Context: an optimization exercise on an open-source flow, tuned for small area and a short achievable clock period. The choices shown serve that exercise and are no tape-out recipe.
In this exercise RTL edits were held to simulation tests only and were not proved equivalent to the original.
Power and IR drop assume default switching activity.

job 1808:
## bumpy_core
module bumpy_core (
	input wire logic clk,
	input wire logic resetN,
	input wire logic start_of_frame,
	input wire motion_pkg::keys_t keys,
	input wire logic die,
	input wire logic restart,
	input wire geom_pkg::tile_map_t tile_map,
	input wire geom_pkg::tile_coord_t teleport_target,
	output geom_pkg::pixel_t offset_x,
	output geom_pkg::pixel_t offset_y,
	output motion_pkg::move_state_e state
);
	function automatic logic [31:0] pre_and(input logic [31:0] x);
		logic [31:0] p;
		p = x;
		for (int l = 0; l < 5; l++)
			for (int i = 0; i < 32; i++)
				if (((i >> l) & 1) != 0)
					p[i] = p[i] & p[((i >> l) << l) - 1];
		pre_and = {p[30:0], 1'b1};
	endfunction
	localparam logic [2:0] S_RESET = 3'd0;
	localparam logic [2:0] S_IDLE = 3'd1;
	localparam logic [2:0] S_LEFT = 3'd2;
	localparam logic [2:0] S_RIGHT = 3'd3;
	localparam logic [2:0] S_DOWN = 3'd4;
	localparam logic [2:0] S_UP = 3'd5;
	localparam logic [2:0] S_DIE = 3'd6;
	localparam logic [28:0] RST_PX = 29'd192;    
	localparam logic [30:0] RST_PY = 31'd8960;   
	localparam logic [30:0] LIM_Y = 31'd1376;
	logic [2:0] st;
	logic [1:0] nk;
	logic lbr, rbr;
	logic sxn, syn, syp, sx_nz;    
	logic sxp;
	assign sxp = sx_nz & ~sxn;
	logic [28:0] px;    
	logic [30:0] py;    
	logic [28:0] jx;    
	logic [30:0] jyl;   
	assign state = motion_pkg::move_state_e'(st);
	assign offset_x = px[13:3];
	assign offset_y = py[15:5];
	logic c_step, c_tele, c_free, c_bl, c_br;
	assign c_step = nk == 2'b10;
	assign c_tele = nk == 2'b01;
	assign c_free = nk == 2'b11;
	assign c_bl = (nk == 2'b00) & lbr;
	assign c_br = (nk == 2'b00) & ~lbr & rbr;
	logic [2:0] st_n;
	always_comb begin
		st_n = st;
		if (die)
			st_n = S_DIE;
		else if (st == S_RESET)
			st_n = S_IDLE;
		else if (st == S_DIE) begin
			if (restart)
				st_n = S_RESET;
		end
		else if (keys.up)
			st_n = c_free ? S_UP : S_IDLE;
		else if (keys.down)
			st_n = S_DOWN;
		else if (keys.left)
			st_n = S_LEFT;
		else if (keys.right)
			st_n = S_RIGHT;
		else
			st_n = S_IDLE;
	end
	logic dir_r;
	always_ff @(posedge clk or negedge resetN) begin
		if (!resetN) begin
			st <= S_RESET;
			dir_r <= 1'b0;
		end
		else if (start_of_frame) begin
			st <= st_n;
			dir_r <= st_n[0];
		end
	end
	logic [159:0] tm;
	assign tm = tile_map;
	logic signed [19:0] cx, cy;
  ...
==> flow/config.mk <==
export PLATFORM = sky130hd
export DESIGN_NAME = bumpy_core
export DESIGN_NICKNAME = bumpy_core
export VERILOG_FILES = /design/flow/design.v
export SDC_FILE = /design/flow/constraint.sdc
export NUM_CORES = 4
export LEC_CHECK = 0
export CAP_MARGIN = 20
export CORE_MARGIN = 2
export CORE_UTILIZATION = 35
export CTS_BUF_LIST = sky130_fd_sc_hd__clkbuf_8
export SETUP_SLACK_MARGIN = 2.75
export SLEW_MARGIN = 20
==> flow/constraint.sdc <==
create_clock -name core_clock -period 6.0 [get_ports {clk}]
set_input_delay 1.2000 -clock core_clock [delete_from_list [all_inputs] [get_ports {clk}]]
set_output_delay 1.2000 -clock core_clock [all_outputs]
set_load 0.01 [all_outputs]
standard.sh (not shown) runs the stock make flow with config.mk's settings and CLKGATE_MAP_FILE= SYNTH_SCRIPT=/design/flow/synth_recipe.tcl, a recipe that flattens the netlist after the stock synthesis.
==> flow/flow/run.sh <==
#!/bin/bash
export BUFFER_PORTS_ARGS="-buffer_cell sky130_fd_sc_hd__buf_1"
bash standard.sh > standard.log 2>&1
The following lists how job 3578 was set up differently from job 1808:
# job 1808
export LEC_CHECK = 0
export CAP_MARGIN = 20
export CORE_MARGIN = 2
export CORE_UTILIZATION = 35
export CTS_BUF_LIST = sky130_fd_sc_hd__clkbuf_8
export SETUP_SLACK_MARGIN = 2.75
export SLEW_MARGIN = 20
create_clock -name core_clock -period 6.0 [get_ports {clk}]
# job 3578
export LEC_CHECK = 0
export CAP_MARGIN = 20
export CORE_MARGIN = 2
export CORE_UTILIZATION = 45
export CTS_BUF_LIST = sky130_fd_sc_hd__clkbuf_8
export SETUP_SLACK_MARGIN = 3.0
export SLEW_MARGIN = 20
create_clock -name core_clock -period 6.0 [get_ports {clk}]
## What came out
Changes observed in job 3578 relative to job 1808: met2 track demand over resource in global routing has increased, global router's overall resource usage has increased, multi-input gate share of the layout cell area has remained practically unchanged.
Input changes introduced in job 4368 (baseline for comparison: job 3578):
# job 3578
export LEC_CHECK = 0
export CAP_MARGIN = 20
export CORE_MARGIN = 2
export CORE_UTILIZATION = 45
export CTS_BUF_LIST = sky130_fd_sc_hd__clkbuf_8
export SETUP_SLACK_MARGIN = 3.0
export SLEW_MARGIN = 20
create_clock -name core_clock -period 6.0 [get_ports {clk}]
# job 4368
export LEC_CHECK = 0
export CAP_MARGIN = 20
export CORE_MARGIN = 2
export CORE_UTILIZATION = 40
export CTS_BUF_LIST = sky130_fd_sc_hd__clkbuf_8
export SETUP_SLACK_MARGIN = 2.85
export SLEW_MARGIN = 20
create_clock -name core_clock -period 6.0 [get_ports {clk}]
Of the two values seen for startpoint of the most critical setup path, py[8] was produced by job 4368 and py[9] by job 3578.
| number of hold buffers added after CTS | job 3578 vs job 4368 | ≈ equal |
Job 4368 vs. job 3578: proportion of power drawn by flip-flops and latches dropped 0.4 points; routed length on met3 now sits lower.
Relative to job 4368, the following input files were edited for job 3216:
# job 4368
export LEC_CHECK = 0
export CAP_MARGIN = 20
export CORE_MARGIN = 2
export CORE_UTILIZATION = 40
export CTS_BUF_LIST = sky130_fd_sc_hd__clkbuf_8
export SETUP_SLACK_MARGIN = 2.85
export SLEW_MARGIN = 20
create_clock -name core_clock -period 6.0 [get_ports {clk}]
# job 3216
export LEC_CHECK = 0
export CAP_MARGIN = 20
export CORE_MARGIN = 2
export CORE_UTILIZATION = 50
export CTS_BUF_LIST = sky130_fd_sc_hd__clkbuf_8
export SETUP_SLACK_MARGIN = 2.5
export SLEW_MARGIN = 20
create_clock -name core_clock -period 6.0 [get_ports {clk}]
## What came out
- In the reports for job 3216 and job 4368, the smaller sequential share of layout area belongs to job 4368.
- Going from job 4368 to job 3216, die area dropped about 20%; HPWL after detailed placement lower; highest net fanout along the worst path has increased.
- Job 3216 improves on job 4368 in final hold slack.
- | routed wire length | lower: job 3216 |
- The fraction of power spent switching nets of job 3216 is higher than that of job 4368.
- Relative to job 4368, global-route total usage across every layer has gone up in job 3216.
- Worst-case setup margin in the final layout for job 3216: 0.24 ns down relative to job 4368
- Diff job 3216 and job 4368: placeable core area lower in job 3216
- Looking at post-placement setup slack across job 3216 and job 4368, the one that comes out higher is job 4368.

[port drivers added, routing unchanged]
In the flow no input, the clock included, has a driving cell. The finished layouts below were timed again as built, in two steps.
Step 1 sets driving cells, clkbuf_16 on the clock port and buf_2 on the other inputs (assumed; they add their load-dependent delay and slew).
Step 2 times the ports against the registers' clock, not the clock port: input delays grow and output delays shrink by t, the midpoint of the rising clock arrivals with the driver on.
Slacks: ideal / step 1 / step 2; pairs: ideal / step 1.
run | t, ns | slack for setup (ns) | worst hold slack (ns) | latest minus earliest clock arrival (ns) | cell pins on the clock port's net
job 1808 | 0.527 | 2.708 / 2.708 / 2.583 | 0.481 / 0.481 / 0.481 | 0.013 / 0.014 | 1
job 3578 | 0.512 | 2.807 / 2.807 / 2.653 | 0.479 / 0.479 / 0.479 | 0.015 / 0.014 | 1
job 4368 | 0.504 | 2.837 / 2.837 / 2.629 | 0.477 / 0.477 / 0.477 | 0.019 / 0.019 | 1
job 3216 | 0.504 | 2.597 / 2.597 / 2.178 | 0.480 / 0.480 / 0.480 | 0.022 / 0.021 | 1
After both steps setup and hold are still met in every run listed. For job 3216, which loses most, drivers alone change the setup slack by 0.000 ns; drivers and shift together by -0.419 ns.
